Source: an optimization exercise on an open RTL-to-GDS flow (aim: small area and a short achievable clock period). Production flows keep margins and buffers that such runs may drop. Function was not checked in any run shown here: the RTL went through the layout flow alone. No activity file was given, so power comes from the tool's default toggle rates.

$ cat flow/design.v
package rv_pkg;
  localparam int REG_ADDR_W  = 5;
  localparam int COMMIT_XLEN = 32;
  typedef struct packed {
    logic [COMMIT_XLEN-1:0] pc;
    logic [REG_ADDR_W-1:0]  rd;
    logic                   we;
    logic [COMMIT_XLEN-1:0] data;
  } commit_entry_t;
  function automatic commit_entry_t force_fields(input commit_entry_t e, input logic valid);
    force_fields = e;
    if (!valid) force_fields = '0;
    else if (e.rd == '0) force_fields = {e.pc, e.rd, 1'b0, e.data};
  endfunction
endpackage
module commit_fifo_2w
#(
  parameter int DEPTH = 6
) (
  input  logic                  clk,
  input  logic                  rst_i,
  input  logic                  wr_open,   
  input  logic [1:0]            wr_cnt,    
  input  rv_pkg::commit_entry_t wr0,       
  input  rv_pkg::commit_entry_t wr1,       
  input  logic [1:0]            rd_cnt,    
  output rv_pkg::commit_entry_t rd_e,      
  output rv_pkg::commit_entry_t rd_o,      
  output logic                  rd_swap    
);
  localparam int HD = DEPTH / 2;
  logic [69:0]      mem_e [0:HD-1];   
  logic [69:0]      mem_o [0:HD-1];
  logic [DEPTH-1:0] wr_ptr, rd_ptr;   
  logic             wr_odd, rd_odd;
  logic [HD-1:0]    wi_e, wi_o, ri_e, ri_o;
  logic [69:0]      din_e, din_o;
  function automatic logic [DEPTH-1:0] rot(input logic [DEPTH-1:0] p, input logic [1:0] n);
    case (n)
      2'd1:    rot = {p[DEPTH-2:0], p[DEPTH-1]};
      2'd2:    rot = {p[DEPTH-3:0], p[DEPTH-1:DEPTH-2]};
      default: rot = p;
    endcase
  endfunction
  always_ff @(posedge clk or posedge rst_i) begin
    if (rst_i) begin
      wr_ptr <= DEPTH'(1);
      rd_ptr <= DEPTH'(1);
      wr_odd <= 1'b0;
      rd_odd <= 1'b0;
    end else begin
      wr_ptr <= rot(wr_ptr, wr_cnt);
      rd_ptr <= rot(rd_ptr, rd_cnt);
      wr_odd <= wr_odd ^ wr_cnt[0];
      rd_odd <= rd_odd ^ rd_cnt[0];
    end
  end
  always_comb begin
    for (int j = 0; j < HD; j++) begin
      wi_e[j] = wr_ptr[2 * j] | wr_ptr[(2 * j + DEPTH - 1) % DEPTH];
      wi_o[j] = wr_ptr[2 * j] | wr_ptr[2 * j + 1];
      ri_e[j] = rd_ptr[2 * j] | rd_ptr[(2 * j + DEPTH - 1) % DEPTH];
      ri_o[j] = rd_ptr[2 * j] | rd_ptr[2 * j + 1];
    end
  end
  assign din_e = wr_odd ? wr1 : wr0;
  assign din_o = wr_odd ? wr0 : wr1;
  always_ff @(posedge clk) begin
    for (int j = 0; j < HD; j++) begin
      if (wr_open && wi_e[j]) mem_e[j] <= din_e;
      if (wr_open && wi_o[j]) mem_o[j] <= din_o;
    end
  end
  always_comb begin
    rd_e = '0;
    rd_o = '0;
    for (int j = 0; j < HD; j++) begin
      rd_e = rd_e | ({70{ri_e[j]}} & mem_e[j]);
      rd_o = rd_o | ({70{ri_o[j]}} & mem_o[j]);
    end
  end
  assign rd_swap = rd_odd;
endmodule
module wb_order_restorer
#(
  parameter int DEPTH = 8,
  parameter int XLEN  = 32
) (
  input  logic                    clk,
  input  logic                    rst_i,
  input  logic                    in_valid_i,
  output logic                    in_ready_o,
  input  logic                    order_change_i,
  input  logic                    l1_valid_i,
  input  logic [XLEN-1:0]         l1_pc_i,
  input  logic [rv_pkg::REG_ADDR_W-1:0]   l1_rd_i,
  input  logic                    l1_we_i,
  input  logic [XLEN-1:0]         l1_data_i,
  input  logic                    l2_valid_i,
  input  logic [XLEN-1:0]         l2_pc_i,
  input  logic [rv_pkg::REG_ADDR_W-1:0]   l2_rd_i,
  input  logic                    l2_we_i,
  input  logic [XLEN-1:0]         l2_data_i,
  output logic                    c0_valid_o,
  output logic [XLEN-1:0]         c0_pc_o,
  output logic [rv_pkg::REG_ADDR_W-1:0]   c0_rd_o,
  output logic                    c0_we_o,
  output logic [XLEN-1:0]         c0_data_o,
  output logic                    c1_valid_o,
  output logic [XLEN-1:0]         c1_pc_o,
  output logic [rv_pkg::REG_ADDR_W-1:0]   c1_rd_o,
  output logic                    c1_we_o,
  output logic [XLEN-1:0]         c1_data_o,
  input  logic                    commit_ready_i,
  output logic [$clog2(DEPTH):0]  occupancy_o
);
  localparam int CW = $clog2(DEPTH) + 1;
  logic [DEPTH:0]  occ, occ_pop, occ_nx;    
  logic [CW-1:0]   count, count_nx;
  logic            ready, c0_valid, c1_valid;
  logic            cr, accept, both;
  logic            z, one, three, ge2, ge3, ge4;
  logic            rem_ge2, rem_one;
  logic [1:0]      push_cnt, t_wr_cnt, t_rd_cnt;
  logic            n0_l2, n1_l2;
  logic            rd_swap;
  rv_pkg::commit_entry_t lane1, lane2, n0, n1, t0, t1, rd_e, rd_o, h0, h1;
  assign cr     = commit_ready_i;
  assign accept = in_valid_i & ready;
  assign both   = l1_valid_i & l2_valid_i;
  assign push_cnt = accept ? {both, l1_valid_i ^ l2_valid_i} : 2'd0;
  assign z     = occ[0];
  assign one   = occ[1];
  assign three = occ[3];
  assign ge2   = ~(occ[0] | occ[1]);
  assign ge3   = ~(occ[0] | occ[1] | occ[2]);
  assign ge4   = ~(occ[0] | occ[1] | occ[2] | occ[3]);
  assign rem_ge2 = cr ? ge4 : ge2;
  assign rem_one = cr ? three : one;
  always_comb begin
    occ_pop = occ;
    if (cr) occ_pop = {2'b00, occ[DEPTH:3], occ[2] | occ[1] | occ[0]};
    case (push_cnt)
      2'd1:    occ_nx = {occ_pop[DEPTH-1:0], 1'b0};
      2'd2:    occ_nx = {occ_pop[DEPTH-2:0], 2'b00};
      default: occ_nx = occ_pop;
    endcase
    count_nx = '0;
    for (int k = 0; k <= DEPTH; k++)
      if (occ_nx[k]) count_nx = count_nx | CW'(k);
  end
  always_ff @(posedge clk or posedge rst_i) begin
    if (rst_i) begin
      occ      <= (DEPTH+1)'(1);
      count    <= '0;
      ready    <= 1'b1;
      c0_valid <= 1'b0;
      c1_valid <= 1'b0;
    end else begin
      occ      <= occ_nx;
      count    <= count_nx;
      ready    <= ~(occ_nx[DEPTH] | occ_nx[DEPTH-1]);
      c0_valid <= ~occ_nx[0];
      c1_valid <= ~(occ_nx[0] | occ_nx[1]);
    end
  end
  assign lane1 = {l1_pc_i, l1_rd_i, l1_we_i & (l1_rd_i != '0), l1_data_i};
  assign lane2 = {l2_pc_i, l2_rd_i, l2_we_i & (l2_rd_i != '0), l2_data_i};
  assign n0_l2 = order_change_i ? l2_valid_i : ~l1_valid_i;
  assign n1_l2 = ~order_change_i;
  assign n0    = n0_l2 ? lane2 : lane1;
  assign n1    = n1_l2 ? lane2 : lane1;
  assign t_rd_cnt = (cr & ge3) ? {ge4, ~ge4} : 2'd0;
  assign t_wr_cnt = rem_ge2 ? push_cnt : {1'b0, rem_one & push_cnt[1]};
  commit_fifo_2w #(.DEPTH(DEPTH - 2)) u_fifo (
    .clk     (clk),
    .rst_i   (rst_i),
    .wr_open (ready),
    .wr_cnt  (t_wr_cnt),
    .wr0     (rem_ge2 ? n0 : n1),
    .wr1     (n1),
    .rd_cnt  (t_rd_cnt),
    .rd_e    (rd_e),
    .rd_o    (rd_o),
    .rd_swap (rd_swap)
  );
  assign t0 = rd_swap ? rd_o : rd_e;
  assign t1 = rd_swap ? rd_e : rd_o;
  always_ff @(posedge clk) begin
    if (cr | z)       h0 <= ge3 ? t0 : n0;
    if (cr | z | one) h1 <= ge4 ? t1 : (rem_one ? n0 : n1);
  end
  assign in_ready_o  = ready;
  assign c0_valid_o  = c0_valid;
  assign c0_pc_o     = h0.pc;
  assign c0_rd_o     = h0.rd;
  assign c0_we_o     = h0.we;
  assign c0_data_o   = h0.data;
  assign c1_valid_o  = c1_valid;
  assign c1_pc_o     = h1.pc;
  assign c1_rd_o     = h1.rd;
  assign c1_we_o     = h1.we;
  assign c1_data_o   = h1.data;
  assign occupancy_o = count;
endmodule
$ cat flow/config.mk
export PLATFORM = sky130hd
export DESIGN_NAME = wb_order_restorer
export DESIGN_NICKNAME = wb_order_restorer
export VERILOG_FILES = /design/flow/design.v
export SDC_FILE = /design/flow/constraint.sdc
export NUM_CORES = 4
export LEC_CHECK = 0
export CAP_MARGIN = 20
export CORE_MARGIN = 2
export CORE_UTILIZATION = 40
export SETUP_SLACK_MARGIN = 1.5
export SLEW_MARGIN = 20
$ cat flow/constraint.sdc
create_clock -name core_clock -period 4.6 [get_ports {clk}]
set_input_delay 0.9200 -clock core_clock [delete_from_list [all_inputs] [get_ports {clk}]]
set_output_delay 0.9200 -clock core_clock [all_outputs]
set_load 0.01 [all_outputs]
$ cat flow/run.sh
#!/bin/bash
# synth_recipe.tcl (not shown) runs the flow's synth.tcl, then flattens the netlist and writes it again
# the make line also repeats each setting of config.mk as NAME=value (left out here)
make -C /OpenROAD-flow-scripts/flow DESIGN_CONFIG=/design/flow/config.mk WORK_HOME=/design/flow/orfs CLKGATE_MAP_FILE= SYNTH_SCRIPT=/design/flow/synth_recipe.tcl finish
==> run notes, run 1 <==
vias per inst=between 6 and 7; Clk pin slew, worst setup/hold paths=0.06 ns; first-pass GRT wire length=129.5 mm; Critical Path RT=5.11 ns; ys flop type=edfxtp_1; PnR Total Power=19.44 mW; Final setup violation count=0; crit path DAT=3.48 ns; PD cells=585.9 nW/um2; Tmin final=2.970 ns; vias in the first global route=between 20000 and 25000; drt total wl=87.92 mm; synth warn=4; crit share post-route=between 60 and 70%; most common cell after layout, fill and taps aside=edfxtp_1; All-Layer GR Usage=24.12%; ratio of cells with drive above 1 in the final layout=between 10% and 20%; Hold Path Class=input port to async pin; Critical Path Start Type=input port; Initial Utilization=~40%; Setup CP Type=input port to register; Post-Layout Cell Count=between 3000 and 4000; Syn Std Cell Area=27500 um2; Netlist cell types=42; largest net degree at the start of global routing=141; Seq/Total Area, Yosys=63.81%; Post-synth EDFFs=560; Multi-input gate area=9174 um2; Synth-to-Final Area Change=20.64%; total CTS buffers=60; CTS Hold Buffers Added=0; 1st-pass router iterations=5; wire per inst=~27 um; Core ar.=68350 um2; IO Pins=294; dpl ws=0.8317 ns; dpl cells=~3200; Die Ht=266.2 um; Slew headroom=23.58%; clock root buffer=clkbuf_16; CTS tree=built; Max VDD drop=0.4464 mV; Pins Over Slew Limit=0; clock sinks=589; DRC viols=0; die area=slightly above 70000 um2; first-iteration detailed-routing DRC count=between 2000 and 2500; Fillers=5840; CP Max Fanout=10; outcome=finished clean; DP Wirelength=around 48 mm; Worst-Skew Late Latency=between 0.6 and 0.7 ns; Reg area=roughly 18000 um2; post-route setup slack=1.630 ns; most frequent cells in the layout=560 x edfxtp_1, 466 x o21ai_0, 292 x clkdlybuf4s50_1; final instance area=between 30000 and 40000 um2; initial antenna violation count=2; Net Count, Synth=2343; ANT nets after route=0; routability cong.=just under 0.8; Max Cap Viol=0; clock skew=0.01924 ns; final hold vios=0; total congestion overflow=0; PortBufs=293; vias post-DR=20830; Lkg Pwr=10.59 nW; placed cell area=31230 um2; NumNets Final=2518; Horiz. Die Dim=266.2 um; ys async rst share=4.924%; RSZ-0062 raised after global routing=false; crit path capture type=register; Worst-Margin Slew=1.146 ns; CTS Buffer Depth=3; Setup TNS=0 ns; syn_area_per_cell=12.55 um2; Post-Synthesis Cells=between 2000 and 2500; Achievable Freq=roughly 0.34 GHz; Yosys reg bits=589; H-tree Lvls=2; row count=96
==> state kept, by name, indices dropped and copies added, names as in the netlist <==
register       flops
u_fifo.mem_o     210
u_fifo.rd_ptr      6
u_fifo.wr_odd      1
c0_valid           1
h1                70
u_fifo.rd_odd      1
count              3
u_fifo.mem_e     210
u_fifo.wr_ptr      6
ready              1
h0                70
c1_valid           1
occ                9
==> metal layers <==
| metal | wire length [um] | GRT usage (%) | up-vias |
|---|---|---|---|
| met4 | 2557 | 8.943 | 2 |
| met3 | 6948 | 3.826 | 197 |
| met5 | 13 | 0 | - |
| li1 | - | - | 9091 |
| met1 | 35260 | 30.89 | 10460 |
| met2 | 43140 | 41.24 | 1082 |
==> worst max-delay path: stages <==
cell             delay [ns]
clkdlybuf4s50_1        0.60
ha_1                   0.28
nand3_1                0.12
inv_1                  0.06
ha_1                   0.46
inv_1                  0.21
a21oi_1                0.20
nor2_1                 0.10
or4_1                  0.53
==> cell type report <==
cell class	count	area share, %
multi-input cells	1376	27.65
inverters	8	0.1056
clock buffers	80	4.752
diodes	1	0.007543
clock inverters	31	1.101
well taps	882	3.326
repair buffers	331	10.08
flip-flops and latches	589	52.97
==> synth_stat cells, types with 2 or more instances <==
cell      instances  area, um2
buf_1             8      30.03
o21ai_1          36      180.2
mux2_1            9      101.4
o21ai_0         466       2332
xnor2_1           2      17.52
o22ai_1           2      12.51
and2_1            2      12.51
nor2_1           22      82.58
nand3_1          73      365.4
a21oi_1          11      55.05
buf_2            34      170.2
nand2_1          80      300.3
dfstp_2           4      105.1
dfrtp_1          25      625.6
mux2_2          133       1498
mux2_4            3      45.04
or4_1             3      22.52
nand4_1         209       1308
o21a_1            7      52.55
edfxtp_1        560      16820
a221oi_1          4      35.03
ha_1              5      62.56
o211ai_1        209       1569
buf_4             3      22.52
inv_1             7      26.28
mux2i_1          85      850.8
clkbuf_1        172      645.6
or3_1             2      12.51
a221oi_2          2      30.03
==> metrics by stage <==
step	util [%]	hold slack [ns]
finish	48.54	0.4488
global route	48.54	0.4417
CTS	48.53	0.4304
detailed placement	45.69	0.4844
global placement	45.66	0.4957
floorplan	-	0.4587
==> power breakdown <==
group / total [mW] / leakage (nW) / switching (mW) / internal [mW]
sequential: 8.20 / 5.56 / 1.11 / 7.09
combinational: 6.34 / 4.09 / 3.85 / 2.49
clock: 4.90 / 0.941 / 2.09 / 2.81
total: 19.4 / 10.6 / 7.05 / 12.4
==> kinds of logic (layout without fill, tap and decap cells) <==
logic type | after synthesis | in the layout | share of synthesized area, %
other cells | 0 | 1 | 0
buf+inv | 226 | 450 | 3.308
mux | 231 | 231 | 9.123
compound gates | 740 | 740 | 15.61
simple gates | 398 | 398 | 7.858
xor+xnor | 2 | 2 | 0.06371
fa+ha+maj | 5 | 5 | 0.2275
flops | 589 | 589 | 63.81
==> final timing paths <==
kind | start | to | slack (ns) | cells past startpoint
worst min-delay path | rst_i | occ[8]$_DFF_PP0_ | 0.45 | 2
worst min register to register | u_fifo.wr_odd$_DFF_PP0_ | u_fifo.wr_odd$_DFF_PP0_ | 0.50 | 1
max in group asynchronous | rst_i | u_fifo.wr_ptr[0]$_DFFE_PP1P_ | 3.54 | 3
min in group core_clock | u_fifo.wr_odd$_DFF_PP0_ | u_fifo.wr_odd$_DFF_PP0_ | 0.50 | 1
worst max-delay path | l2_valid_i | count[0]$_DFF_PP0_ | 1.63 | 9
worst max register to register | u_fifo.rd_odd$_DFF_PP0_ | h0[28]$_DFFE_PP_ | 1.70 | 5
==> timing repair <==
action / CTS / global route
buffers inserted: 0 / 0
resized for setup: 0 / 2
endpoints found under the setup margin: 0 / 465
==> run 2: changes to the inputs <==
--- a/flow/config.mk
+++ b/flow/config.mk
@@ -8,5 +8,5 @@
 export CAP_MARGIN = 20
 export CORE_MARGIN = 2
 export CORE_UTILIZATION = 40
-export SETUP_SLACK_MARGIN = 1.5
+export SETUP_SLACK_MARGIN = 2.3
 export SLEW_MARGIN = 20
==> run 2 against run 1 <==
Net effect: flip-flop and latch count is the same; non-clock buffer count is 39 higher; clock-buffer cell count grew 2; synthesized area did not move; setup slack gained 0.65 ns; synthesized cell count stayed put; sequential power decreased by 4.6%; largest cell class unchanged.
==> run notes, run 2 <==
outcome=finished clean; Horiz. Die Dim=266.2 um; Max Cap Viol=0; wire per inst=around 30 um; Slew headroom=33.19%; most common cell after layout, fill and taps aside=edfxtp_1; final hold vios=0; Setup CP Type=input port to register; Post-Layout Cell Count=3351; Flop pwr share=between 30% and 40%; Max VDD drop=0.3931 mV; first-pass GRT wire length=143.2 mm; syn_area_per_cell=between 10 and 15 um2; initial antenna violation count=5; Initial Utilization=40.24%; Yosys reg bits=589; Tmin final=2.322 ns; ys async rst share=4.924%; ratio of cells with drive above 1 in the final layout=between 15 and 20%; ANT nets after route=0; dpl ws=0.6451 ns; most frequent cells in the layout=560 x edfxtp_1, 462 x o21ai_0, 209 x nand4_1, 209 x o211ai_1, 141 x mux2_4; CTS Hold Buffers Added=0; Internal=12.82 mW; NumNets Final=between 2000 and 3000; Synth Area in XOR/XNOR=0.06370%; IO Pins=294; Synth-to-Final Area Change=25.81%; Final setup violation count=0; first-iteration detailed-routing DRC count=roughly 2600; Clk pin slew, worst setup/hold paths=approximately 0.060 ns; largest cells by area after synthesis=edfxtp_1 61%, o21ai_0 8.5%, o211ai_1 5.7%, mux2_2 5.4%, nand4_1 4.8%; All-Layer GR Usage=~27%; Compound-Gate Fraction of Synth Area=15.61%; row count=96; dpl cells=3190; clock sinks=589; sw power=7.818 mW; Net Count, Synth=2343; DRC viols=0; Core ar.=68350 um2; combinational group share of total power=36.7%; clock root buffer=clkbuf_16; H-tree Lvls=3; crit share post-route=50.49%; vias in the first global route=~22000; mux contribution to synthesized area=9.123%; busiest grt layer=met2; RSZ-0062 raised after global routing=true; Worst-Skew Late Latency=approximately 0.60 ns; met3 GRT Util=5.083%; crit path capture type=register; vias per inst=roughly 6.6; Netlist cell types=between 40 and 50; switching power share of the total=37.88%; Synth top area share=61.15%; largest net degree at the start of global routing=87; ys flop type=edfxtp_1; Setup TNS=0 ns; Top Registers=u_fifo.mem_e (210), u_fifo.mem_o (210); die area=70860 um2; 1st-pass router iterations=8; clock skew=0.01906 ns; post-route setup slack=2.278 ns; Post-synth EDFFs=560; drt total wl=roughly 100 mm; CTS tree=built; met1 Usage GRT=36.19%; crit path DAT=2.66 ns; CTS Buffer Depth=3; Commonest cells post-synth=560 x edfxtp_1, 466 x o21ai_0, 209 x nand4_1, 209 x o211ai_1, 172 x clkbuf_1; Clock power frac=between 20 and 30%; Hold Path Class=register to register; synth warn=4; Seq/Total Area, Yosys=a little under two thirds; total congestion overflow=0; Lkg Pwr=11.89 nW; Pins Over Slew Limit=0; top-count cell post-synth=edfxtp_1; DP Wirelength=48.94 mm; area leader, netlist=edfxtp_1; Synth Area in Adders=0.2275%; Die Ht=266.2 um; Worst-Margin Slew=1.002 ns; Syn Std Cell Area=~27000 um2; main combinational cell family by area after synthesis=compound AO/OA/AOI/OAI gates; PnR Total Power=20.64 mW; Post-Synthesis Cells=2191; vias post-DR=22030; Critical Path Start Type=input port; routability cong.=roughly 0.78; met2 Track Usage GR=between 40% and 50%; CP Max Fanout=25; total CTS buffers=66; PD cells=596.6 nW/um2; Critical Path RT=~4.9 ns; PortBufs=293; Achievable Freq=0.4306 GHz; Simple-Gate Fraction of Synth Area=around 7.9%
-- run 2: area by class of cell --
cell class,count,area [um2]
antenna,4,10.01
timing repair buffer,370,3842
tap,882,1104
fill,5702,33750
clock buffer,82,1849
inverter,8,48.80
multi-input combinational,1383,9876
clock inverter,32,280.3
timing repair inverter,1,8.758
sequential,589,17580
-- run 2: kinds of logic (layout without fill, tap and decap cells) --
kind of cell / after synthesis / in the layout
AOI/OAI and AO/OA: 740 / 743
and+or+nand+nor: 398 / 402
xor gates and xnor gates: 2 / 2
other: 0 / 4
buffers and inverters: 226 / 493
muxes: 231 / 231
DFF: 589 / 589
adders and majority gates: 5 / 5
-- run 2: critical path, stage by stage --
cell and delay [ns]:
clkdlybuf4s15_2 0.39, nor2_2 0.09, a21oi_4 0.26, buf_12 0.16
clkbuf_16 0.25, mux2i_1 0.11, o21ai_0 0.41
-- run 2: path summary, 6_finish.rpt --
check / start / end / slack [ns] / depth (start not counted)
min in group asynchronous: rst_i / occ[7]$_DFF_PP0_ / 0.69 / 2
setup / recovery: order_change_i / h0[28]$_DFFE_PP_ / 2.28 / 7
hold / removal: u_fifo.wr_odd$_DFF_PP0_ / u_fifo.wr_odd$_DFF_PP0_ / 0.51 / 1
max in group asynchronous: rst_i / c0_valid$_DFF_PP0_ / 3.41 / 3
hold reg to reg: u_fifo.wr_odd$_DFF_PP0_ / u_fifo.wr_odd$_DFF_PP0_ / 0.51 / 1
setup reg to reg: u_fifo.rd_ptr[4]$_DFFE_PP0P_ / h0[28]$_DFFE_PP_ / 2.32 / 5
-- run 2: timing repair --
| action | CTS | global route |
|---|---|---|
| setup buffers | 23 | 7 |
| pin swaps | 6 | 2 |
| endpoints found under the setup margin | 885 | 333 |
| resized for setup | 214 | 24 |
| gates cloned | 12 | 1 |
-- run 2: power groups by stage --
stage / sequential [mW] / combinational [mW] / clock (mW)
finish: 7.82 / 7.57 / 5.26
global route: 7.88 / 7.92 / 5.51
CTS: 7.88 / 7.21 / 5.32
detailed placement: 8.22 / 6.62 / 0
global placement: 8.40 / 6.31 / 0
floorplan: 7.78 / 3.65 / 0
-- run 2: metrics by stage --
step	utilization [%]	hold slack, ns	area [um2]
after CTS	50.34	0.4957	34400
after detailed placement	46.54	0.4848	31810
after floorplan	-	0.4587	28170
after global placement	46.46	0.4977	31750
final	50.62	0.5054	34600
after global routing	50.62	0.5172	34600
-- run 2: per-layer routing --
layer  part of all wire, %  routed length, um
met4                   3.7               3694
met2                    47              47310
met3                   9.9               9932
met5                 0.013                 13
met1                    39              39770
==> run 3: changes to the inputs <==
--- a/flow/design.v
+++ b/flow/design.v
@@ -21,8 +21,10 @@
   input  logic                  rst_i,
   input  logic                  wr_open,   
   input  logic [1:0]            wr_cnt,    
-  input  rv_pkg::commit_entry_t wr0,       
-  input  rv_pkg::commit_entry_t wr1,       
+  input  logic                  wr0_l2,    
+  input  logic                  wr1_l2,    
+  input  rv_pkg::commit_entry_t lane1,
+  input  rv_pkg::commit_entry_t lane2,
   input  logic [1:0]            rd_cnt,    
   output rv_pkg::commit_entry_t rd_e,      
   output rv_pkg::commit_entry_t rd_o,      
@@ -63,8 +65,8 @@
       ri_o[j] = rd_ptr[2 * j] | rd_ptr[2 * j + 1];
     end
   end
-  assign din_e = wr_odd ? wr1 : wr0;
-  assign din_o = wr_odd ? wr0 : wr1;
+  assign din_e = (wr_odd ? wr1_l2 : wr0_l2) ? lane2 : lane1;
+  assign din_o = (wr_odd ? wr0_l2 : wr1_l2) ? lane2 : lane1;
   always_ff @(posedge clk) begin
     for (int j = 0; j < HD; j++) begin
       if (wr_open && wi_e[j]) mem_e[j] <= din_e;
@@ -124,7 +126,9 @@
   logic [1:0]      push_cnt, t_wr_cnt, t_rd_cnt;
   logic            n0_l2, n1_l2;
   logic            rd_swap;
-  rv_pkg::commit_entry_t lane1, lane2, n0, n1, t0, t1, rd_e, rd_o, h0, h1;
+  rv_pkg::commit_entry_t lane1, lane2, rd_e, rd_o, h0, h1, h0_nx, h1_nx;
+  logic            h0_en, h0_hi, h1_en, h1_hi;
+  logic [4:0]      h0_s, h1_s;
   assign cr     = commit_ready_i;
   assign accept = in_valid_i & ready;
   assign both   = l1_valid_i & l2_valid_i;
@@ -168,8 +172,6 @@
   assign lane2 = {l2_pc_i, l2_rd_i, l2_we_i & (l2_rd_i != '0), l2_data_i};
   assign n0_l2 = order_change_i ? l2_valid_i : ~l1_valid_i;
   assign n1_l2 = ~order_change_i;
-  assign n0    = n0_l2 ? lane2 : lane1;
-  assign n1    = n1_l2 ? lane2 : lane1;
   assign t_rd_cnt = (cr & ge3) ? {ge4, ~ge4} : 2'd0;
   assign t_wr_cnt = rem_ge2 ? push_cnt : {1'b0, rem_one & push_cnt[1]};
   commit_fifo_2w #(.DEPTH(DEPTH - 2)) u_fifo (
@@ -177,18 +179,30 @@
     .rst_i   (rst_i),
     .wr_open (ready),
     .wr_cnt  (t_wr_cnt),
-    .wr0     (rem_ge2 ? n0 : n1),
-    .wr1     (n1),
+    .wr0_l2  (rem_ge2 ? n0_l2 : n1_l2),
+    .wr1_l2  (n1_l2),
+    .lane1   (lane1),
+    .lane2   (lane2),
     .rd_cnt  (t_rd_cnt),
     .rd_e    (rd_e),
     .rd_o    (rd_o),
     .rd_swap (rd_swap)
   );
-  assign t0 = rd_swap ? rd_o : rd_e;
-  assign t1 = rd_swap ? rd_e : rd_o;
+  assign h0_en = cr | z;
+  assign h1_en = cr | z | one;
+  assign h0_hi = ge3 ? rd_swap : n0_l2;
+  assign h1_hi = ge4 ? ~rd_swap : (rem_one ? n0_l2 : n1_l2);
+  assign h0_s  = {h0_en & ge3 & h0_hi, h0_en & ge3 & ~h0_hi,
+                  h0_en & ~ge3 & h0_hi, h0_en & ~ge3 & ~h0_hi, ~h0_en};
+  assign h1_s  = {h1_en & ge4 & h1_hi, h1_en & ge4 & ~h1_hi,
+                  h1_en & ~ge4 & h1_hi, h1_en & ~ge4 & ~h1_hi, ~h1_en};
+  assign h0_nx = ({70{h0_s[4]}} & rd_o) | ({70{h0_s[3]}} & rd_e) | ({70{h0_s[2]}} & lane2)
+               | ({70{h0_s[1]}} & lane1) | ({70{h0_s[0]}} & h0);
+  assign h1_nx = ({70{h1_s[4]}} & rd_o) | ({70{h1_s[3]}} & rd_e) | ({70{h1_s[2]}} & lane2)
+               | ({70{h1_s[1]}} & lane1) | ({70{h1_s[0]}} & h1);
   always_ff @(posedge clk) begin
-    if (cr | z)       h0 <= ge3 ? t0 : n0;
-    if (cr | z | one) h1 <= ge4 ? t1 : (rem_one ? n0 : n1);
+    h0 <= h0_nx;
+    h1 <= h1_nx;
   end
   assign in_ready_o  = ready;
   assign c0_valid_o  = c0_valid;
==> run 3 against run 2 <==
Net effect: first-iteration DRC count down 11%; combinational power down 77%; sequential share of layout area down 0.15 points; wire length down 17%; die area down 11%; clock-buffer cell count down 3; fmax down 2.2%; power down 39%; worst hold slack worse by 0.042 ns; clock power down 6.3%; synthesized area down 11%; critical endpoint is now u_fifo.mem_e[0][29]$_DFFE_PP_; largest cell class unchanged.
==> run notes, run 3 <==
Reg area=16160 um2; Yosys reg bits=589; Netlist cell types=37; Worst-Skew Late Latency=0.64 ns; Core ar.=about 60000 um2; Net Count, Synth=between 1500 and 2000; vias post-DR=about 18000; Commonest cells post-synth=420 x edfxtp_1, 213 x mux2_2, 141 x o22ai_1; ys async rst share=4.924%; combinational group share of total power=13.6%; CTS tree=built; PD cells=392.5 nW/um2; Lkg Pwr=12.45 nW; clock skew=0.01804 ns; sw power=2.923 mW; Multi-input gate area=8889 um2; CP Max Fanout=56; Fillers=~4900; Reg2Reg Depth=3; largest cells by area after synthesis=edfxtp_1 51%, dfxtp_1 11%, mux2_2 9.8%, a222oi_1 5.7%, o22ai_1 3.6%; CTS Hold Buffers Added=0; Setup TNS=0 ns; CTS Buffer Depth=3; Final setup violation count=0; top-count cell post-synth=edfxtp_1; total congestion overflow=0; Pins Over Slew Limit=0; All-Layer GR Usage=24.68%; vias per inst=6.366; NumNets Final=2089; clock root buffer=clkbuf_16; PortBufs=293; Antenna Cells=0; crit path capture type=register; Post-Synthesis Cells=1641; outcome=finished clean; DRC viols=0; Flop pwr share=~47%; Synth-to-Final Area Change=30.01%; area leader, netlist=edfxtp_1; Hold Path Class=register to register; drt total wl=83.55 mm; Internal=slightly below 10 mW; Horiz. Die Dim=251.7 um; wire per inst=30.15 um; H-tree Lvls=2; R2R setup slack=2.23 ns; total CTS buffers=60; Tmin final=~2.4 ns; ratio of cells with drive above 1 in the final layout=23.48%; most frequent cells in the layout=420 x edfxtp_1, 208 x mux2_4, 144 x dlygate4sd2_1; clock sinks=589; Slew headroom=25.22%; ANT nets after route=0; syn_area_per_cell=14.96 um2; row count=90; post-route setup slack=2.226 ns; initial antenna violation count=2; Synth top area share=51.39%; IO Pins=294; Achievable Freq=0.4212 GHz; crit path DAT=2.69 ns; Setup CP Type=register to register; first-pass GRT wire length=116.1 mm; Hold Path Depth=1; Critical Path Start Type=register; die area=63350 um2; Syn Std Cell Area=24540 um2; Max Cap Viol=0; 1st-pass router iterations=8; synth warn=4; Initial Utilization=40.59%; first-iteration detailed-routing DRC count=2330; vias in the first global route=17650; Die Ht=251.7 um; dpl ws=0.9269 ns; Clock power frac=39.4%; switching power share of the total=23.34%; RSZ-0062 raised after global routing=true; Top Registers=u_fifo.mem_e (210), u_fifo.mem_o (210); Critical Path RT=4.91 ns; Max VDD drop=between 0.3 and 0.4 mV; routability cong.=~0.76; largest net degree at the start of global routing=72; Post-synth EDFFs=420; ys flop type=edfxtp_1; crit share post-route=between 50 and 60%; Worst-Margin Slew=1.122 ns; Clk pin slew, worst setup/hold paths=0.06 ns; final hold vios=0; Seq/Total Area, Yosys=65.79%; DP Wirelength=42.63 mm; most common cell after layout, fill and taps aside=edfxtp_1
run 3: cell count changes after synthesis, sizes merged, moves of 77 or more:
cell    before  now
a221o        0   77
o22ai        2  141
a222oi       0  140
o21ai      502   15
dfxtp        0  140
o211ai     209    0
edfxtp     560  420
nand4      209    0
run 3: path summary, 6_finish.rpt:
path | startpoint | end
setup reg to reg | ready$_DFF_PP1_ | u_fifo.mem_e[0][29]$_DFFE_PP_
setup / recovery | ready$_DFF_PP1_ | u_fifo.mem_e[0][29]$_DFFE_PP_
min in group asynchronous | rst_i | c0_valid$_DFF_PP0_
hold / removal | h0[66]$_DFF_P_ | h0[66]$_DFF_P_
max in group asynchronous | rst_i | u_fifo.rd_ptr[0]$_DFFE_PP1P_
hold reg to reg | h0[66]$_DFF_P_ | h0[66]$_DFF_P_
run 3: final cells by class:
class / count / share of cell area [%]
multi-input combinational: 905 / 27.86
inverter: 6 / 0.07058
timing repair buffer: 376 / 12.14
sequential: 589 / 50.65
clock inverter: 34 / 1.059
clock buffer: 79 / 5.149
tap: 782 / 3.066
run 3: power groups by stage:
stage | logic [mW] | registers (mW) | clock network [mW]
floorplan | 1.07 | 6.00 | 0
global placement | 1.42 | 6.00 | 0
detailed placement | 1.47 | 6.00 | 0
CTS | 1.57 | 5.89 | 4.98
global route | 1.76 | 5.88 | 5.18
finish | 1.71 | 5.88 | 4.93
run 3: metrics by stage:
| step | hold slack [ns] | utilization (%) | cell area [um2] | total power [mW] | cells |
|---|---|---|---|---|---|
| after floorplan | 0.4798 | - | 25610 | 7.064 | 1641 |
| after global placement | 0.4548 | 48.20 | 29150 | 7.422 | 2596 |
| after detailed placement | 0.4534 | 48.22 | 29160 | 7.464 | 2597 |
| after CTS | 0.4627 | 52.09 | 31500 | 12.44 | 2745 |
| after global routing | 0.4890 | 52.77 | 31910 | 12.83 | 2771 |
| final | 0.4635 | 52.77 | 31910 | 12.53 | 2771 |
run 3: cell families (layout without fill, tap and decap cells):
family,Yosys count,count (layout),share of synthesized area (%)
xor gates and xnor gates,2,2,0.07139
adders and majority gates,4,4,0.2039
DFF,589,589,65.79
and+or+nand+nor,132,141,2.274
buffers and inverters,156,495,2.605
muxes,296,296,13.16
AOI/OAI and AO/OA,462,462,15.90
run 3: what timing repair did:
action,in CTS,in global routing
buffers inserted,23,16
cloned,12,10
endpoints found under the setup margin,821,379
gates resized for setup,221,29
pin swaps,14,11
run 3: critical path, cell delays in order, from the launching register on:
cell,delay (ns)
dfstp_2,0.53
buf_4,0.19
o21a_4,0.88
buf_4,0.42
run 3: routing by layer:
metal	global-route usage (%)	vias to the layer above	part of all wire, %	wire length [um]
met4	7.687	0	2.7	2214
met1	31.79	9011	40	33450
met3	3.601	148	8.2	6888
met5	0	-	0	0
li1	-	7498	-	-
met2	42.97	982	49	41000
==> run 4: changes to the inputs <==
--- a/flow/config.mk
+++ b/flow/config.mk
@@ -8,5 +8,5 @@
 export CAP_MARGIN = 20
 export CORE_MARGIN = 2
 export CORE_UTILIZATION = 40
-export SETUP_SLACK_MARGIN = 2.3
+export SETUP_SLACK_MARGIN = 3.1
 export SLEW_MARGIN = 20
==> run 4 against run 3 <==
Net effect: still clean; worst hold slack better by 0.0026 ns; sequential share of layout area down 8.2 points; clock skew up 0.011 ns; critical path type unchanged; critical endpoint is now h1[22]$_DFF_P_.
==> run notes, run 4 <==
outcome=finished clean; row count=90; syn_area_per_cell=14.96 um2; CP Max Fanout=22; Setup CP Type=register to register; NumNets Final=between 2000 and 2500; IO Pins=294; initial antenna violation count=15; Top Registers=u_fifo.mem_e (210), u_fifo.mem_o (210); crit path capture type=register; most frequent cells in the layout=420 x edfxtp_1, 227 x buf_6, 204 x mux2_4; WHS=0.4662 ns; Syn Std Cell Area=roughly 25000 um2; R2R setup slack=2.21 ns; Lkg Pwr=15.05 nW; largest cells by area after synthesis=edfxtp_1 51%, dfxtp_1 11%, mux2_2 9.8%, a222oi_1 5.7%, o22ai_1 3.6%; DRC viols=0; Post-synth EDFFs=420; Initial Utilization=40.59%; Tmin final=between 2 and 2.5 ns; PortBufs=between 200 and 300; Setup TNS=0 ns; wire per inst=37.78 um; ys flop type=edfxtp_1; drt total wl=120.0 mm; Hold Path Class=register to register; CTS tree=built; PnR Total Power=13.51 mW; Worst-Margin Slew=1.046 ns; ys async rst share=4.924%; Post-Layout Cell Count=3176; vias post-DR=21940; most common cell after layout, fill and taps aside=edfxtp_1; Critical Path RT=5.20 ns; Achievable Freq=0.4188 GHz; clock root buffer=clkbuf_16; DP Wirelength=43.83 mm; Net Count, Synth=1792; Commonest cells post-synth=420 x edfxtp_1, 213 x mux2_2, 141 x o22ai_1; Netlist cell types=37; CTS Buffer Depth=3; PD cells=350.0 nW/um2; ANT nets after route=0; Die Ht=251.7 um; Core ar.=slightly above 60000 um2; vias per inst=6.909; dpl cells=2598; Slew headroom=30.28%; Max Cap Viol=0; RSZ-0062 raised after global routing=true; area leader, netlist=edfxtp_1; clock sinks=roughly 590; Pins Over Slew Limit=0; Synth top area share=51.39%; first-iteration detailed-routing DRC count=3939; first-pass GRT wire length=158.8 mm; Worst-Skew Late Latency=0.67 ns; final core occ=63.81%; vias in the first global route=21240; H-tree Lvls=2; total congestion overflow=0; synth warn=4; Max VDD drop=0.3212 mV; crit path DAT=2.98 ns; 1st-pass router iterations=8; dpl ws=0.8024 ns; Yosys reg bits=589; All-Layer GR Usage=35.45%; Final setup violation count=0; crit share post-route=approximately 52%; Post-Synthesis Cells=1641; placed cell area=29010 um2; final instance area=around 39000 um2; ratio of cells with drive above 1 in the final layout=50.75%; Horiz. Die Dim=251.7 um; largest net degree at the start of global routing=60; die area=63350 um2; post-route setup slack=2.212 ns; Seq/Total Area, Yosys=65.79%; total CTS buffers=61; clock skew=around 0.029 ns; Synth-to-Final Area Change=57.23%; Critical Path Start Type=register; final hold vios=0; Clk pin slew, worst setup/hold paths=0.06 ns; routability cong.=about 0.76; top-count cell post-synth=edfxtp_1
==> run 4: cell families after synthesis <==
family                     after synthesis  synth area share [%]
adders and majority gates                4                0.2039
muxes                                  296                 13.16
AOI/OAI and AO/OA                      462                 15.90
and+or+nand+nor                        132                 2.274
buffers and inverters                  156                 2.605
DFF                                    589                 65.79
xor gates and xnor gates                 2               0.07139
==> run 4: what timing repair did <==
action,4_1_cts,5_1_grt
endpoints found under the setup margin,1156,1155
pin swaps,222,119
hold buffers,0,0
setup buffers,252,68
gates cloned,121,14
gates resized for setup,1260,125
==> run 4: worst paths after layout <==
kind,startpoint,end,cells past startpoint
max,occ[3]$_DFF_PP0_,h1[22]$_DFF_P_,7
min,h0[21]$_DFF_P_,h0[21]$_DFF_P_,1
max reg2reg,occ[3]$_DFF_PP0_,h1[22]$_DFF_P_,7
min reg2reg,h0[21]$_DFF_P_,h0[21]$_DFF_P_,1
max in group asynchronous,rst_i,u_fifo.rd_ptr[2]$_DFFE_PP0P_,2
min in group asynchronous,rst_i,count[2]$_DFF_PP0_,2
==> run 4: layout make-up <==
class | count | area (um2)
repair buffers | 704 | 8995
well taps | 782 | 978.4
inverters | 6 | 33.78
flip-flops and latches | 589 | 16390
clock buffers | 76 | 1644
multi-input cells | 972 | 10090
diodes | 8 | 20.02
fillers | 4133 | 21880
clock inverters | 39 | 441.7
==> run 4: worst max-delay path, stage by stage (launching register included) <==
cell     delay (ns)
dfrtp_2        0.46
buf_4          0.16
nor4_4         0.39
and2_4         0.28
nand2_8        0.21
buf_8          0.30
o22ai_1        0.30
a221o_1        0.16
==> run 4: where the power goes <==
group	switching (mW)	internal (mW)
logic	1.08	1.29
clock network	2.23	3.04
registers	0.0115	5.86
==> run 4: per-layer routing <==
metal	vias to the layer above	wire length, um	track usage [%]
li1	8427	-	-
met5	-	102	0
met1	10980	41140	43.71
met2	2016	52000	53.09
met4	12	8946	22.41
met3	505	17790	12.50
==> run 5: changes to the inputs <==
--- a/flow/config.mk
+++ b/flow/config.mk
@@ -8,5 +8,5 @@
 export CAP_MARGIN = 20
 export CORE_MARGIN = 2
 export CORE_UTILIZATION = 40
-export SETUP_SLACK_MARGIN = 3.1
+export SETUP_SLACK_MARGIN = 2.7
 export SLEW_MARGIN = 20
==> run 5 against run 4 <==
Net effect: still clean on timing, DRC and antenna; global-route usage down 3.7 points; final cell count down 3.1%; flip-flop and latch count unchanged; fmax down 1.7%; die area unchanged; synthesized area unchanged; highest routed layer unchanged.
==> run notes, run 5 <==
Final setup violation count=0; initial antenna violation count=5; ratio of cells with drive above 1 in the final layout=50.09%; most frequent cells in the layout=420 x edfxtp_1, 205 x mux2_4, 185 x buf_6; Top delay family on crit path=simple AND/OR/NAND/NOR gates; Worst R2R End=h1[65]$_DFF_P_; crit share post-route=52.84%; Critical Path RT=between 5 and 6 ns; Hold Path Depth=1; drt total wl=104.6 mm; Core ar.=60470 um2; die area=63350 um2; Netlist cell types=37; largest net degree at the start of global routing=58; Slowest-stage cell, CP=dfrtp_2; slowest stage delay, CP=roughly 0.43 ns; total congestion overflow=0; Clk pin slew, worst setup/hold paths=0.07 ns; Achievable Freq=0.4114 GHz; 1st-pass router iterations=9; first-pass GRT wire length=143.7 mm; Max Cap Viol=0; Setup CP Type=register to register; Setup TNS=0 ns; Post-Synthesis Cells=1641; Net Count, Synth=1792; crit path capture type=register; Initial Utilization=about two fifths; Yosys reg bits=between 500 and 600; first-iteration detailed-routing DRC count=3566; clock skew=around 0.042 ns; post-route setup slack=2.169 ns; Max VDD drop=0.3564 mV; Commonest cells post-synth=420 x edfxtp_1, 213 x mux2_2, 141 x o22ai_1; Syn Std Cell Area=about 25000 um2; PnR Total Power=~13 mW; vias per inst=6.550; Antenna Cells=0; final instance area=~38000 um2; Crit path buffers/inverters=2; wire per inst=34.01 um; area leader, netlist=edfxtp_1; crit path DAT=3.03 ns; Top Registers=u_fifo.mem_e (210), u_fifo.mem_o (210); Worst R2R Start=occ[2]$_DFF_PP0_; Worst-Margin Slew=0.7243 ns; CTS tree=built; DP Wirelength=between 40 and 50 mm; largest cells by area after synthesis=edfxtp_1 51%, dfxtp_1 11%, mux2_2 9.8%, a222oi_1 5.7%, o22ai_1 3.6%; total CTS buffers=60; R2R setup slack=around 2.2 ns; final hold vios=0; Reg2Reg Depth=7; ANT nets after route=0; PD cells=between 300 and 400 nW/um2; syn_area_per_cell=roughly 15 um2; Slew headroom=between 50% and 60%; IO Pins=294; vias in the first global route=19780; Seq/Total Area, Yosys=65.79%; hold path startpoint=h0[14]$_DFF_P_; RSZ-0062 raised after global routing=true; synth warn=4; clock sinks=589; H-tree Lvls=2; routability cong.=0.7674; outcome=finished clean; DRC viols=0; ys async rst share=a little under 5%; Die Ht=251.7 um; Lkg Pwr=between 10 and 15 nW; NumNets Final=2393; Synth top area share=about 50%; Hold Path Class=register to register; dpl ws=0.6543 ns; PortBufs=293; placed cell area=29030 um2; row count=90; CP Max Fanout=41; CP Cell Sequence=buf_4 -> nor4_4 -> and2_4 -> nand2b_4 -> buf_12 -> o22ai_1 -> a221o_1; Hold Crit Endpoint=h0[14]$_DFF_P_; Horiz. Die Dim=251.7 um; Tmin final=approximately 2.4 ns; Worst-Skew Late Latency=0.67 ns; clock root buffer=clkbuf_16; most common cell after layout, fill and taps aside=edfxtp_1; top-count cell post-synth=edfxtp_1; All-Layer GR Usage=between 30% and 40%; Pins Over Slew Limit=0; CTS Buffer Depth=3; ys flop type=edfxtp_1; Post-synth EDFFs=between 400 and 500; WHS=0.4675 ns; vias post-DR=between 20000 and 25000; Critical Path Start Type=register; Synth-to-Final Area Change=52.87%
run 5: worst max path at each step:
stage	startpoint	slack, ns	depth (start not counted)	endpoint
after floorplan	commit_ready_i	1.97	5	h1[10]$_DFF_P_
after global placement	commit_ready_i	0.72	7	h1[55]$_DFF_P_
after detailed placement	order_change_i	0.65	6	u_fifo.mem_o[0][42]$_DFFE_PP_
after CTS	commit_ready_i	2.21	9	h1[11]$_DFF_P_
after global routing	occ[2]$_DFF_PP0_	2.18	7	h1[21]$_DFF_P_
final	occ[2]$_DFF_PP0_	2.17	7	h1[65]$_DFF_P_
run 5: routing by layer:
metal	GRT usage (%)	wire length, um
met1	40.98	38390
met2	49.75	47930
met3	8.026	12540
met4	15.85	5692
met5	0	66
run 5: repair_timing:
action	in CTS	in global routing
hold buffers	0	0
cloned	88	5
endpoints found under the setup margin	1033	837
resized for setup	1248	109
buffers inserted	222	45
pin swaps	157	83
run 5: report_power, final:
group          switching [mW]  total, mW  internal, mW
combinational            1.04       2.33          1.29
clock                    2.15       5.00          2.85
sequential             0.0110       5.87          5.86
total                    3.20       13.2          10.0
run 5: area by class of cell:
cell class / count / area [um2]
fillers: 4316 / 22950
flip-flops and latches: 589 / 16390
multi-input cells: 925 / 9814
repair buffers: 660 / 8304
clock buffers: 83 / 1688
well taps: 782 / 978.4
clock inverters: 31 / 315.3
inverters: 6 / 25.02
run 5: cell families (layout without fill, tap and decap cells):
logic type,after synthesis,count (layout),synth area share [%]
XOR/XNOR,2,2,0.07139
AO/OA/AOI/OAI,462,477,15.90
AND/OR/NAND/NOR,132,146,2.274
flip-flops,589,589,65.79
adder cells (fa/ha/maj),4,4,0.2039
buffers and inverters,156,780,2.605
multiplexers,296,296,13.16
run 5: stage by stage:
| stage | util (%) | std cells |
|---|---|---|
| final | 62.04 | 3076 |
| after global routing | 62.04 | 3076 |
| after CTS | 60.50 | 3026 |
| after detailed placement | 48.01 | 2602 |
| after global placement | 48.01 | 2602 |
| after floorplan | - | 1641 |
run 5: worst reg2reg max path, stage by stage, from the launching register on:
cell and delay [ns]:
dfrtp_2 0.43, buf_4 0.17, nor4_4 0.41, and2_4 0.28, nand2b_4 0.23, buf_12 0.28
o22ai_1 0.41, a221o_1 0.18
==> run 6: changes to the inputs <==
--- a/flow/config.mk
+++ b/flow/config.mk
@@ -8,5 +8,6 @@
 export CAP_MARGIN = 20
 export CORE_MARGIN = 2
 export CORE_UTILIZATION = 40
-export SETUP_SLACK_MARGIN = 2.7
+export CTS_BUF_LIST = sky130_fd_sc_hd__clkbuf_4 sky130_fd_sc_hd__clkbuf_8
+export SETUP_SLACK_MARGIN = 2.3
 export SLEW_MARGIN = 20
==> run 6 against run 5 <==
Net effect: final cell count is 7.2% lower; clock-buffer cell count increased by 64; critical path type is now input port to register; wire length is 19% lower; non-clock buffer count shrank 273; highest routed layer is now met4.
==> run notes, run 6 <==
Hold Crit Endpoint=h0[51]$_DFF_P_; largest net degree at the start of global routing=72; CP Max Fanout=9; final hold vios=0; clock sinks=589; R2R setup slack=roughly 2.2 ns; H-tree Lvls=3; first-iteration detailed-routing DRC count=2458; CTS Hold Buffers Added=0; Commonest cells post-synth=420 x edfxtp_1, 213 x mux2_2, 141 x o22ai_1; Reg area=16180 um2; Pins Over Slew Limit=0; Worst R2R Start=occ[3]$_DFF_PP0_; Seq/Total Area, Yosys=65.79%; first-pass GRT wire length=~120 mm; dpl cells=2597; wire per inst=29.53 um; drt total wl=84.27 mm; Worst-Skew Late Latency=0.70 ns; Fillers=a little under 5000; Yosys reg bits=589; die area=63350 um2; Reg2Reg Depth=8; CTS Buffer Depth=3; synth warn=4; outcome=finished clean; area leader, netlist=edfxtp_1; crit share post-route=52.51%; Worst R2R End=h1[56]$_DFF_P_; routability cong.=between 0.7 and 0.8; Top Registers=u_fifo.mem_e (210), u_fifo.mem_o (210); All-Layer GR Usage=24.98%; total CTS buffers=98; Initial Utilization=40.59%; crit path capture type=register; Net Count, Synth=1792; top-count cell post-synth=edfxtp_1; hold path startpoint=h0[51]$_DFF_P_; Synth-to-Final Area Change=31.39%; ys flop type=edfxtp_1; CTS tree=built; RSZ-0062 raised after global routing=true; ys async rst share=4.924%; Horiz. Die Dim=251.7 um; row count=90; CP startpoint=commit_ready_i; Syn Std Cell Area=24540 um2; Post-synth EDFFs=420; vias post-DR=18040; 1st-pass router iterations=9; Post-Layout Cell Count=2854; final instance area=32250 um2; most frequent cells in the layout=420 x edfxtp_1, 208 x mux2_4, 142 x clkdlybuf4s50_1; initial antenna violation count=0; NumNets Final=2138; DP Wirelength=42.63 mm; Die Ht=251.7 um; syn_area_per_cell=14.96 um2; clock skew=0.02451 ns; Critical Path Start Type=input port; Lkg Pwr=12.50 nW; crit path DAT=2.99 ns; Post-Synthesis Cells=1641; vias in the first global route=17970; Core ar.=60470 um2; Clk pin slew, worst setup/hold paths=~0.06 ns; Setup TNS=0 ns; largest cells by area after synthesis=edfxtp_1 51%, dfxtp_1 11%, mux2_2 9.8%, a222oi_1 5.7%, o22ai_1 3.6%; Max VDD drop=0.2320 mV; DRC viols=0; post-route setup slack=2.184 ns; Setup CP Type=input port to register; PortBufs=293; Max Cap Viol=0; Tmin final=2.416 ns; vias per inst=6.320; dpl ws=0.9269 ns; Hold Path Class=register to register; IO Pins=between 200 and 300; ratio of cells with drive above 1 in the final layout=approximately 28%; Achievable Freq=slightly above 0.4 GHz; Final setup violation count=0; clock root buffer=clkbuf_8; most common cell after layout, fill and taps aside=edfxtp_1; Netlist cell types=37; Worst-Margin Slew=1.134 ns; Synth top area share=51.39%; total congestion overflow=0; PD cells=385.7 nW/um2; Critical Path RT=5.18 ns; ANT nets after route=0; Antenna Cells=0; Hold Path Depth=1; Multi-input gate area=8882 um2; Slew headroom=~24%; placed cell area=29160 um2
[run 6: cell counts after synthesis]
Identical to the previous run, type by type.
[run 6: worst max-delay path by stage]
stage | to | slack, ns | cells past startpoint
finish | h1[56]$_DFF_P_ | 2.18 | 9
global route | u_fifo.mem_o[0][23]$_DFFE_PP_ | 2.12 | 3
CTS | u_fifo.mem_e[0][39]$_DFFE_PP_ | 2.18 | 3
detailed placement | u_fifo.wr_ptr[1]$_DFFE_PP0P_ | 0.93 | 7
global placement | u_fifo.wr_ptr[5]$_DFFE_PP0P_ | 0.96 | 8
floorplan | u_fifo.mem_e[1][0]$_DFFE_PP_ | 1.74 | 2
[run 6: cells by family after synthesis]
| logic type | synth area share (%) |
|---|---|
| buffers and inverters | 2.605 |
| adder cells (fa/ha/maj) | 0.2039 |
| flip-flops | 65.79 |
| multiplexers | 13.16 |
| AND/OR/NAND/NOR | 2.274 |
| AO/OA/AOI/OAI | 15.90 |
| XOR/XNOR | 0.07139 |
[run 6: worst max-delay path, cell delays in order]
cell and delay [ns]:
buf_6 0.17, mux2_4 0.37, a311oi_4 0.34, buf_12 0.17
buf_12 0.14, buf_12 0.12, buf_16 0.15, mux2_4 0.30
a221o_1 0.29
[run 6: stage by stage]
step | utilization (%) | hold slack [ns] | power, mW
after floorplan | - | 0.4798 | 7.064
after global placement | 48.20 | 0.4548 | 7.422
after detailed placement | 48.22 | 0.4534 | 7.464
after CTS | 52.56 | 0.4622 | 12.37
after global routing | 53.33 | 0.4888 | 12.78
final | 53.33 | 0.4637 | 12.44
[run 6: where the power goes]
group	internal, mW	switching (mW)	leakage (nW)
Combinational	0.849	0.813	6.11
Clock	2.73	2.16	1.11
Sequential	5.88	0.0103	5.28
Total	9.46	2.98	12.5
[run 6: what timing repair did]
action	4_1_cts	5_1_grt
cloned	14	10
pin swaps	17	11
resized for setup	275	43
buffers inserted	27	21
hold endpoints to repair	0	0
endpoints found under the setup margin	817	423
[run 6: metal layers]
| metal | wire length [um] | global-route usage [%] |
|---|---|---|
| met1 | 34060 | 32.03 |
| met2 | 41460 | 42.97 |
| met3 | 6902 | 4.560 |
| met4 | 1840 | 7.772 |
| met5 | 0 | 0 |
[run 6: layout make-up]
cell class / count / share of cell area [%]
Sequential cell: 589 / 50.17
Multi-Input combinational cell: 905 / 27.54
Timing Repair Buffer: 387 / 12.72
Clock buffer: 147 / 5.576
Tap cell: 782 / 3.034
Clock inverter: 38 / 0.8846
Inverter: 6 / 0.06984
==> run 7: changes to the inputs <==
==> flow/flow/run.sh (new file) <==
#!/bin/bash
# Standard synthesis and layout (the standard.sh), except that the delay
# cells (clkdlybuf4s*, dlygate*, dlymetal*) are kept out of placement, port
# buffering and repair, so ports get plain buffers. Synthesis runs first,
# unchanged. Each tool's output goes to a log file in this folder.
set -euo pipefail
bash standard.sh synth > synth.log 2>&1
dly=""
for c in clkdlybuf4s15_1 clkdlybuf4s15_2 clkdlybuf4s18_1 clkdlybuf4s18_2 \
         clkdlybuf4s25_1 clkdlybuf4s25_2 clkdlybuf4s50_1 clkdlybuf4s50_2 \
         dlygate4sd1_1 dlygate4sd2_1 dlygate4sd3_1 \
         dlymetal6s2s_1 dlymetal6s4s_1 dlymetal6s6s_1; do
  dly="$dly sky130_fd_sc_hd__$c"
done
# the platform's config.mk appends its own list with +=
export DONT_USE_CELLS="$dly"
bash standard.sh > layout.log 2>&1
==> flow/standard.sh (new file) <==
#!/bin/bash
# synth_recipe.tcl (not shown) runs the flow's synth.tcl, then flattens the netlist and writes it again
# the make line also repeats each setting of config.mk as NAME=value (left out here)
make -C /OpenROAD-flow-scripts/flow DESIGN_CONFIG=/design/flow/config.mk WORK_HOME=/design/flow/orfs CLKGATE_MAP_FILE= SYNTH_SCRIPT=/design/flow/synth_recipe.tcl "${@:-finish}"
--- a/flow/config.mk
+++ b/flow/config.mk
@@ -8,6 +8,5 @@
 export CAP_MARGIN = 20
 export CORE_MARGIN = 2
 export CORE_UTILIZATION = 40
-export CTS_BUF_LIST = sky130_fd_sc_hd__clkbuf_4 sky130_fd_sc_hd__clkbuf_8
 export SETUP_SLACK_MARGIN = 2.3
 export SLEW_MARGIN = 20
removed: flow/run.sh
==> run 7 against run 6 <==
Net effect: clock skew fell by 0.0065 ns; critical path depth fell by 6; synthesized area did not move; highest routed layer unchanged; design area fell by 1.1%.
==> run notes, run 7 <==
outcome=finished clean; first-iteration detailed-routing DRC count=2330; Worst-Margin Slew=between 1 and 1.5 ns; Net Count, Synth=approximately 1800; slowest stage delay, CP=about 0.88 ns; Core ar.=60470 um2; vias per inst=6.366; largest cells by area after synthesis=edfxtp_1 51%, dfxtp_1 11%, mux2_2 9.8%, a222oi_1 5.7%, o22ai_1 3.6%; Horiz. Die Dim=251.7 um; Max VDD drop=0.3154 mV; DRC viols=0; PortBufs=around 290; clock root buffer=clkbuf_16; synth warn=4; PD cells=approximately 400 nW/um2; most common cell after layout, fill and taps aside=edfxtp_1; Synth-to-Final Area Change=30.01%; Setup CP Type=register to register; crit path capture type=register; Seq/Total Area, Yosys=65.79%; total CTS buffers=60; Clk pin slew, worst setup/hold paths=roughly 0.060 ns; Reg area=16160 um2; IO Pins=294; CP Cell Sequence=buf_4 -> o21a_4 -> buf_4; ys async rst share=4.924%; H-tree Lvls=2; vias post-DR=17640; CTS Buffer Depth=3; Initial Utilization=40.59%; Antenna Cells=0; Hold Path Class=register to register; total congestion overflow=0; ratio of cells with drive above 1 in the final layout=23.48%; clock sinks=~600; Pins Over Slew Limit=0; Syn Std Cell Area=24540 um2; Post-synth EDFFs=420; most frequent CP cell=buf_4; DP Wirelength=roughly 43 mm; Fillers=4908; Multi-input gate area=8889 um2; Netlist cell types=37; CTS Hold Buffers Added=0; Worst-Skew Late Latency=between 0.6 and 0.7 ns; RSZ-0062 raised after global routing=true; Final setup violation count=0; final core occ=52.77%; largest net degree at the start of global routing=72; All-Layer GR Usage=24.68%; crit path DAT=2.69 ns; first-pass GRT wire length=116.1 mm; Slowest-stage cell, CP=o21a_4; Yosys reg bits=589; drt total wl=83.55 mm; most frequent cells in the layout=420 x edfxtp_1, 208 x mux2_4, 144 x dlygate4sd2_1; WHS=roughly 0.46 ns; 1st-pass router iterations=8; CP Max Fanout=56; Max Cap Viol=0; ANT nets after route=0; CTS tree=built; Post-Synthesis Cells=1641; routability cong.=0.7621; top-count cell post-synth=edfxtp_1; initial antenna violation count=2; Critical Path RT=4.91 ns; Setup TNS=0 ns; Tmin final=2.374 ns; Critical Path Start Type=register; final hold vios=0; Synth top area share=51.39%; NumNets Final=2089; crit share post-route=51.61%; row count=90; vias in the first global route=approximately 18000; die area=around 63000 um2; Lkg Pwr=around 12 nW; Top Registers=u_fifo.mem_e (210), u_fifo.mem_o (210); Slew headroom=approximately a quarter; PnR Total Power=12.53 mW; area leader, netlist=edfxtp_1; wire per inst=just over 30 um; ys flop type=edfxtp_1; Achievable Freq=0.4212 GHz; Die Ht=251.7 um; clock skew=0.01804 ns; Commonest cells post-synth=420 x edfxtp_1, 213 x mux2_2, 141 x o22ai_1; syn_area_per_cell=around 15 um2
-- run 7: cells by family after synthesis --
group | share of synthesized area [%]
simple gates | 2.274
mux | 13.16
flops | 65.79
compound gates | 15.90
buf+inv | 2.605
fa+ha+maj | 0.2039
xor+xnor | 0.07139
-- run 7: layout make-up --
type / instances / share of cell area (%)
clock buffers: 79 / 5.149
clock inverters: 34 / 1.059
inverters: 6 / 0.07058
multi-input cells: 905 / 27.86
flip-flops and latches: 589 / 50.65
well taps: 782 / 3.066
repair buffers: 376 / 12.14
-- run 7: path summary, 6_finish.rpt --
path / from / end / slack (ns) / cells past startpoint
setup / recovery: ready$_DFF_PP1_ / u_fifo.mem_e[0][29]$_DFFE_PP_ / 2.23 / 3
hold / removal: h0[66]$_DFF_P_ / h0[66]$_DFF_P_ / 0.46 / 1
setup reg to reg: ready$_DFF_PP1_ / u_fifo.mem_e[0][29]$_DFFE_PP_ / 2.23 / 3
hold reg to reg: h0[66]$_DFF_P_ / h0[66]$_DFF_P_ / 0.46 / 1
max in group asynchronous: rst_i / u_fifo.rd_ptr[0]$_DFFE_PP1P_ / 3.42 / 3
min in group asynchronous: rst_i / c0_valid$_DFF_PP0_ / 0.61 / 2
-- run 7: per-stage QoR --
step | setup slack, ns | instance area [um2] | instances
after floorplan | 1.738 | 25610 | 1641
after global placement | 0.9610 | 29150 | 2596
after detailed placement | 0.9269 | 29160 | 2597
after CTS | 2.200 | 31500 | 2745
after global routing | 2.136 | 31910 | 2771
final | 2.226 | 31910 | 2771
-- run 7: what timing repair did --
action                                  4_1_cts  5_1_grt
pin swaps                                    14       11
cloned                                       12       10
endpoints found under the setup margin      821      379
gates resized for setup                     221       29
buffers inserted                             23       16
-- run 7: power breakdown --
| group | internal (mW) | switching, mW |
|---|---|---|
| registers | 5.88 | 0.00944 |
| logic | 0.883 | 0.823 |
| clock network | 2.84 | 2.09 |
| total | 9.60 | 2.92 |
-- run 7: critical path, delay by kind of cell (launching register included) --
family                 cells  cell delay, ns
AOI/OAI and AO/OA          1            0.88
buffers and inverters      2            0.61
DFF                        1            0.53
-- run 7: routing by layer --
metal | global-route usage (%) | vias up | share of wire, %
met2 | 42.97 | 982 | 49
met1 | 31.79 | 9011 | 40
met4 | 7.687 | 0 | 2.7
li1 | - | 7498 | -
met5 | 0 | - | 0
met3 | 3.601 | 148 | 8.2

-- re-timing with driven ports --
The results above use ideal ports. As a check the final layouts listed here were re-extracted and re-timed, cells and wires unchanged.
Step 1 assumes that a clkbuf_16 drives the clock port and a buf_2 every other input.
Step 2, shift: input delay + t, output delay - t, t = (earliest + latest rising clock arrival at the registers) / 2. This alone moves slack from input paths to output paths.
Three values: ideal ports, drivers, drivers and shift; two values: the first two.
run | t, ns | setup WS [ns] | hold WS [ns] | worst register clock-pin slew, ns
run 1 | 0.693 | 1.630 / 1.666 / 0.973 | 0.449 / 0.417 / 0.499 | 0.07 / 0.07
run 2 | 0.654 | 2.278 / 2.257 / 1.654 | 0.505 / 0.505 / 0.505 | 0.06 / 0.06
run 3 | 0.689 | 2.226 / 2.226 / 1.611 | 0.464 / 0.464 / 0.464 | 0.06 / 0.06
run 4 | 0.719 | 2.212 / 2.212 / 1.596 | 0.466 / 0.466 / 0.466 | 0.07 / 0.07
run 5 | 0.712 | 2.169 / 2.169 / 1.513 | 0.468 / 0.468 / 0.468 | 0.07 / 0.07
run 6 | 0.746 | 2.184 / 2.185 / 1.453 | 0.464 / 0.464 / 0.464 | 0.07 / 0.07
run 7 | 0.689 | 2.226 / 2.226 / 1.611 | 0.464 / 0.464 / 0.464 | 0.06 / 0.06
After both steps every run listed still meets setup and hold. For run 6, which loses most, drivers alone change the setup slack by +0.001 ns; drivers and shift together by -0.731 ns.
